This is an optimization exercise on Yosys and OpenROAD, whose aim is small area, a short achievable clock period and few clock cycles per item, not a production implementation.
The RTL was checked by simulation tests, not by an equivalence proof against the original design.

$ cat design/flow/design.v
package aes_encr_pkg;
  localparam int NUM_ROUNDS = 10;
  typedef enum logic [1:0] {
    IDLE  = 2'd0,
    ROUND = 2'd1,
    DONE  = 2'd2
  } ctrl_state_e;
  function automatic logic [7:0] xtime(input logic [7:0] b);
    xtime = {b[6:0], 1'b0} ^ (b[7] ? 8'h1b : 8'h00);
  endfunction
  function automatic logic [7:0] gf_mul(input logic [7:0] a, input logic [7:0] b);
    logic [7:0] acc;
    logic [7:0] p;
    acc = 8'h00;
    p   = a;
    for (int i = 0; i < 8; i++) begin
      if (b[i]) acc = acc ^ p;
      p = xtime(p);
    end
    gf_mul = acc;
  endfunction
  function automatic logic [7:0] sbox(input logic [7:0] x);
    logic [7:0] sq;
    logic [7:0] inv;
    sq  = x;
    inv = 8'h01;
    for (int i = 0; i < 7; i++) begin
      sq  = gf_mul(sq, sq);
      inv = gf_mul(inv, sq);
    end
    sbox = inv ^ {inv[6:0], inv[7]} ^ {inv[5:0], inv[7:6]} ^
         {inv[4:0], inv[7:5]} ^ {inv[3:0], inv[7:4]} ^ 8'h63;
  endfunction
  function automatic logic [7:0] rcon_of(input logic [3:0] rnd);
    case (rnd)
      4'd1:    rcon_of = 8'h01;
      4'd2:    rcon_of = 8'h02;
      4'd3:    rcon_of = 8'h04;
      4'd4:    rcon_of = 8'h08;
      4'd5:    rcon_of = 8'h10;
      4'd6:    rcon_of = 8'h20;
      4'd7:    rcon_of = 8'h40;
      4'd8:    rcon_of = 8'h80;
      4'd9:    rcon_of = 8'h1b;
      4'd10:   rcon_of = 8'h36;
      default: rcon_of = 8'h00;
    endcase
  endfunction
  function automatic logic [127:0] sub_bytes(input logic [127:0] s);
    logic [127:0] o;
    for (int i = 0; i < 16; i++) o[127-8*i -: 8] = sbox(s[127-8*i -: 8]);
    sub_bytes = o;
  endfunction
  function automatic logic [127:0] shift_rows(input logic [127:0] s);
    logic [127:0] o;
    for (int c = 0; c < 4; c++)
      for (int r = 0; r < 4; r++)
        o[127-8*(r+4*c) -: 8] = s[127-8*(r+4*((c+r)%4)) -: 8];
    shift_rows = o;
  endfunction
  function automatic logic [127:0] mix_columns(input logic [127:0] s);
    logic [127:0] o;
    logic [7:0] a0, a1, a2, a3;
    for (int c = 0; c < 4; c++) begin
      a0 = s[127-32*c -: 8];
      a1 = s[119-32*c -: 8];
      a2 = s[111-32*c -: 8];
      a3 = s[103-32*c -: 8];
      o[127-32*c -: 8] = xtime(a0) ^ xtime(a1) ^ a1 ^ a2 ^ a3;
      o[119-32*c -: 8] = a0 ^ xtime(a1) ^ xtime(a2) ^ a2 ^ a3;
      o[111-32*c -: 8] = a0 ^ a1 ^ xtime(a2) ^ xtime(a3) ^ a3;
      o[103-32*c -: 8] = xtime(a0) ^ a0 ^ a1 ^ a2 ^ xtime(a3);
    end
    mix_columns = o;
  endfunction
endpackage
module aes128_key_expand_step
(
  input  logic [127:0] rk,
  input  logic [7:0]   rcon,
  output logic [127:0] rk_next
);
  logic [31:0] w0, w1, w2, w3;
  logic [31:0] rot, temp;
  logic [31:0] n0, n1, n2, n3;
  always_comb begin
    w0   = rk[127:96];
    w1   = rk[95:64];
    w2   = rk[63:32];
    w3   = rk[31:0];
    rot  = {w3[23:0], w3[31:24]};
    temp = {aes_encr_pkg::sbox(rot[31:24]) ^ rcon, aes_encr_pkg::sbox(rot[23:16]), aes_encr_pkg::sbox(rot[15:8]), aes_encr_pkg::sbox(rot[7:0])};
    n0   = w0 ^ temp;
    n1   = w1 ^ n0;
    n2   = w2 ^ n1;
    n3   = w3 ^ n2;
    rk_next = {n0, n1, n2, n3};
  end
endmodule
module aes128_encr_round_ctrl
#(
  parameter int NUM_ROUNDS = 10,
  parameter int RCNT_W     = 4
) (
  input  logic              clk,
  input  logic              rst,
  input  logic              in_valid,
  output logic              in_ready,
  input  logic [127:0]      plaintext,
  input  logic [127:0]      key,
  output logic              out_valid,
  input  logic              out_ready,
  output logic [127:0]      ciphertext
);
  if (NUM_ROUNDS != 10) begin : g_bad_rounds
    $error("aes128_encr_round_ctrl: NUM_ROUNDS must be 10 for AES-128");
  end
  if ((1 << RCNT_W) <= NUM_ROUNDS) begin : g_bad_rcnt_w
    $error("aes128_encr_round_ctrl: RCNT_W too narrow for NUM_ROUNDS");
  end
  localparam logic [RCNT_W-1:0] LAST_RND = RCNT_W'(NUM_ROUNDS);
  aes_encr_pkg::ctrl_state_e       state_q, state_d;
  logic [127:0]      st_reg, rk_reg, rk_next;
  logic [127:0]      sr_out, rnd_out;
  logic [RCNT_W-1:0] rcnt_q;
  logic [7:0]        rcon_cur;
  logic              last_rnd;
  logic              busy;
  assign last_rnd = (rcnt_q == LAST_RND);
  assign rcon_cur = aes_encr_pkg::rcon_of(4'(rcnt_q));
  aes128_key_expand_step u_key_expand (
    .rk      (rk_reg),
    .rcon    (rcon_cur),
    .rk_next (rk_next)
  );
  always_comb begin
    sr_out  = aes_encr_pkg::shift_rows(aes_encr_pkg::sub_bytes(st_reg));
    rnd_out = (last_rnd ? sr_out : aes_encr_pkg::mix_columns(sr_out)) ^ rk_next;
  end
  always_ff @(posedge clk) begin
    if (rst) state_q <= aes_encr_pkg::IDLE;
    else     state_q <= state_d;
  end
  always_comb begin
    state_d = state_q;
    case (state_q)
      aes_encr_pkg::IDLE:    if (in_valid)  state_d = aes_encr_pkg::ROUND;
      aes_encr_pkg::ROUND:   if (last_rnd)  state_d = aes_encr_pkg::DONE;
      aes_encr_pkg::DONE:    if (out_ready) state_d = aes_encr_pkg::IDLE;
      default:                state_d = aes_encr_pkg::IDLE;
    endcase
  end
  always_comb begin
    in_ready  = 1'b0;
    busy      = 1'b0;
    out_valid = 1'b0;
    case (state_q)
      aes_encr_pkg::IDLE:    in_ready  = 1'b1;
      aes_encr_pkg::ROUND:   busy      = 1'b1;
      aes_encr_pkg::DONE:    out_valid = 1'b1;
      default: in_ready  = 1'b0;
    endcase
  end
  always_ff @(posedge clk) begin
    if (rst) begin
      st_reg <= '0;
      rk_reg <= '0;
      rcnt_q <= '0;
    end else begin
      case (state_q)
        aes_encr_pkg::IDLE: begin
          if (in_valid) begin
            st_reg <= plaintext ^ key;
            rk_reg <= key;
            rcnt_q <= RCNT_W'(1);
          end
        end
        aes_encr_pkg::ROUND: begin
          st_reg <= rnd_out;
          rk_reg <= rk_next;
          rcnt_q <= last_rnd ? '0 : rcnt_q + RCNT_W'(1);
        end
        default: ;
      endcase
    end
  end
  assign ciphertext = st_reg;
endmodule
$ cat design/flow/run.sh
#!/bin/bash
# synth_recipe.tcl (not shown) runs the flow's synth.tcl, then flattens the netlist and writes it again
# the make line also repeats each setting of config.mk as NAME=value (left out here)
make -C /OpenROAD-flow-scripts/flow DESIGN_CONFIG=/design/flow/config.mk WORK_HOME=/design/flow/orfs CLKGATE_MAP_FILE= SYNTH_SCRIPT=/design/flow/synth_recipe.tcl finish
$ cat design/flow/config.mk
export PLATFORM = sky130hd
export DESIGN_NAME = aes128_encr_round_ctrl
export DESIGN_NICKNAME = aes128_encr_round_ctrl
export VERILOG_FILES = /design/flow/design.v
export SDC_FILE = /design/flow/constraint.sdc
export NUM_CORES = 8
export LEC_CHECK = 0
export CAP_MARGIN = 20
export CORE_MARGIN = 2
export CORE_UTILIZATION = 30
export SLEW_MARGIN = 20
$ cat design/flow/constraint.sdc
create_clock -name core_clock -period 20.0 [get_ports {clk}]
set_input_delay 4.0000 -clock core_clock [delete_from_list [all_inputs] [get_ports {clk}]]
set_output_delay 4.0000 -clock core_clock [all_outputs]
set_load 0.01 [all_outputs]
==> run summary <==
timing repair:
item / CTS / global route
setup endpoints to repair: 14 / 116
buffers inserted: 0 / 2
pin swaps: 0 / 3
gates resized for setup: 2 / 94
final cells by class:
cell class / count / area share [%]
Timing Repair Buffer: 2066 / 5.15
Tap cell: 12993 / 5.07
Inverter: 453 / 0.530
Antenna cell: 67 / 0.0522
Sequential cell: 270 / 1.69
Multi-Input combinational cell: 36753 / 87.1
Clock inverter: 23 / 0.0760
Clock buffer: 46 / 0.328
layout by cell type, fill, tap and decap left out, types with 131 or more instances in the layout:
| cell | netlist | routed |
|---|---|---|
| dfxtp_1 | 270 | 254 |
| nand3_1 | 879 | 879 |
| o21ai_1 | 163 | 164 |
| mux2_2 | 186 | 186 |
| nand2b_1 | 322 | 321 |
| o31ai_1 | 131 | 131 |
| a31oi_1 | 357 | 357 |
| a22oi_1 | 324 | 324 |
| o22ai_1 | 489 | 489 |
| a211oi_1 | 401 | 398 |
| o21ai_0 | 1786 | 1780 |
| inv_1 | 358 | 358 |
| a21oi_1 | 2267 | 2264 |
| clkdlybuf4s50_1 | 1 | 388 |
| nor3_1 | 1063 | 1060 |
| or3_1 | 193 | 193 |
| xor2_1 | 2452 | 2359 |
| xor3_1 | 194 | 193 |
| xor2_2 | 174 | 255 |
| xnor2_1 | 8520 | 8230 |
| o211ai_1 | 319 | 319 |
| xnor3_2 | 120 | 131 |
| a221oi_1 | 154 | 153 |
| nor2_1 | 5970 | 5954 |
| o221ai_1 | 140 | 140 |
| mux2i_1 | 886 | 886 |
| buf_4 | 155 | 1671 |
| nand2_1 | 3959 | 3955 |
| and3_1 | 197 | 197 |
| xnor3_1 | 1421 | 1410 |
| xnor2_2 | 514 | 781 |
| nor2b_1 | 302 | 301 |
| and2_1 | 226 | 226 |
worst register-to-register path: cells and delay by family, from the launching register on:
family / cells / cell delay [ns]
adder cells (fa/ha/maj): 3 / 1.27
XOR/XNOR: 36 / 12.78
AO/OA/AOI/OAI: 6 / 1.75
buffers and inverters: 6 / 1.57
multiplexers: 1 / 0.31
AND/OR/NAND/NOR: 5 / 0.57
flip-flops: 1 / 0.74
per-layer routing:
layer  vias up  GRT usage (%)
met5         -              0
met4        18           12.6
met3      1523           3.37
met2     10480           31.8
met1    133876           27.6
li1     136390              -
logic make-up (layout without fill, tap and decap cells):
kind of cell | after synthesis | after routing
AOI/OAI and AO/OA | 8085 | 8085
adders and majority gates | 137 | 137
muxes | 1099 | 1099
and+or+nand+nor | 13885 | 13885
other | 0 | 67
xor gates and xnor gates | 13547 | 13547
DFF | 270 | 270
buffers and inverters | 3151 | 2588
path summary, 6_finish.rpt:
kind                            slack, ns                startpoint                       end  depth (start not counted)
worst max register to register       0.90   st_reg[97]$_SDFFE_PP0P_   st_reg[77]$_SDFFE_PP0P_                         57
worst max-delay path                 0.90   st_reg[97]$_SDFFE_PP0P_   st_reg[77]$_SDFFE_PP0P_                         57
worst min register to register       0.47  rk_reg[109]$_SDFFE_PP0P_  rk_reg[109]$_SDFFE_PP0P_                          2
worst min-delay path                 0.47  rk_reg[109]$_SDFFE_PP0P_  rk_reg[109]$_SDFFE_PP0P_                          2
stage by stage:
stage / worst slack [ns] / hold WS, ns
5_1_grt: 0.0171 / 0.490
3_5_place_dp: -0.214 / 0.457
6_report: 0.897 / 0.466
3_3_place_gp: -0.200 / 0.450
4_1_cts: 0.187 / 0.463
2_1_floorplan: 3.33 / 0.444
==> results.json <==
{
  "finalCritPeriodShare_pct": 95.5,
  "netlist_instances": 40174,
  "synth_top_area_share_pct": 25.3,
  "rsz0062_at_grt": "no",
  "synthSimpleGateAreaFrac_pct": 20.4,
  "max_stage_delay_ns": 0.74,
  "ant_nets": 0,
  "hold_buffers": 0,
  "ff_latch_area_um2": 5430,
  "dr_wl_met2_um": 469000,
  "path_delay_family": "XOR/XNOR gates",
  "n_fill_cell": 104698,
  "synth_compound_area_share_pct": 17.5,
  "crit_arrival_ns": 19.67,
  "die_h_um": 997,
  "end_kind": "flip-flop",
  "placementRows": 364,
  "drc": 0,
  "outcome": "finished clean",
  "fin_skew_ns": 0.0597,
  "cts-root-buf": "clkbuf_16",
  "clk_pin_slew_ns": 0.06,
  "syn_avg_cell_area_um2": 7.36,
  "port_buffers": 389,
  "synth_top_family_by_area": "XOR/XNOR gates",
  "highest_layer": "met5",
  "slew_headroom_pct": 12.9,
  "gp_congestion": 0.981,
  "max_freq_mhz": 52.3,
  "drive_above_1_share_pct": 9.46,
  "cpMaxStageDelayCell": "dfxtp_1",
  "seq_area_frac_synth_pct": 1.83,
  "worst_hold_path_type": "flip-flop to flip-flop",
  "synth_nets": 40550,
  "insertion_delay_ns": 0.72,
  "cp_common_cell": "xnor2_1",
  "grt_pass1_vias": 257620,
  "antenna_found_initial": 73,
  "cp.required_ns": 20.56,
  "synth_cell_types": 161,
  "ys_warn_count": 2,
  "post_drt_wl_per_cell_um": 20.7,
  "synth.area.mux_share_pct": 3.86,
  "io_pins": 390,
  "fp.dieArea_um2": 993000,
  "wirelength_um": 1090000,
  "setup_viol": 0,
  "ys.flop_type": "dfxtp_1",
  "first_iter_violations": 27210,
  "netlist_area_um2": 296000,
  "wl_met1_um": 463000,
  "synth-xor-area-share_pct": 51.0,
  "viasPerCell": 5.36,
  "final_area_um2": 321000,
  "core_region_area_um2": 982000,
  "min_period_ns": 19.10,
  "num_vias": 282287,
  "fin_nets": 39959,
  "wl_met3_um": 83500,
  "hpwlAfterDp_um": 833000,
  "multi_input_area_um2": 280000,
  "drv_slew": 0,
  "synthTopCellsByArea": "xnor2_1, xnor3_1, nor2_1, xor2_1, nand2_1",
  "ys_ff_latch": 270,
  "maxCapViolations": 0,
  "clock_path_buffers": 3,
  "cts_buffers": 39,
  "stdcell_count": 52671,
  "cts.sinks": 270,
  "tns_ns": 0,
  "die_width_um": 997,
  "initial_utilization_pct": 30.1,
  "critPathBufInv": 6,
  "finalHoldViolCount": 0,
  "path_class": "flip-flop to flip-flop",
  "critPathMaxFanout": 11,
  "syn2layout_area_growth_pct": 8.60,
  "synth_top_area_cell": "xnor2_1",
  "async_flop_share_pct": 0,
  "grt_pass1_wl_um": 1650000,
  "cts_tree": "built",
  "ys_top_cells_by_count": "xnor2_1, nor2_1, nand2_1, xor2_1, a21oi_1",
  "grt_overflow": 0,
  "final_util_pct": 32.7,
  "synthAdderAreaFrac_pct": 0.562,
  "cts_max_level": 2,
  "yosysMostFrequentCell": "xnor2_1",
  "worst_pin_slew_ns": 1.30,
  "grt_max_degree": 111,
  "placedCellCount": 52531,
  "worstSetupStartpointType": "flip-flop",
  "grt.total_usage_pct": 20.8,
  "first_pass_iters": 8,
  "synth_edf_count": 0,
  "dpl_cell_area_um2": 319000
}
Testbench counts, summed over its fixed seeds: cycles 4,608, items 384.

-- re-timing with driven ports --
No port has a modelled driver above. Below, the same layout with a new extraction and two added sets of constraints. Step 1 sets driving cells, clkbuf_16 on the clock port and buf_2 on the other inputs (assumed; they add their load-dependent delay and slew). Step 2 also shifts input and output timing later by t, the mid clock arrival at the registers, as if the neighbouring blocks saw the same clock. a / b / c = ideal ports / drivers / drivers and shift; a / b = the first two.
shift t [ns]: 0.813
setup slack, ns: 0.897 / 0.897 / 0.897
worst setup path at the end: register to register
worst data-port slew with drivers (ns): 0.44
cell pins on the clock port's net: 1
After both steps setup and hold are still met in this run. For this run, drivers alone change the setup slack by 0.000 ns; drivers and shift together by 0.000 ns.
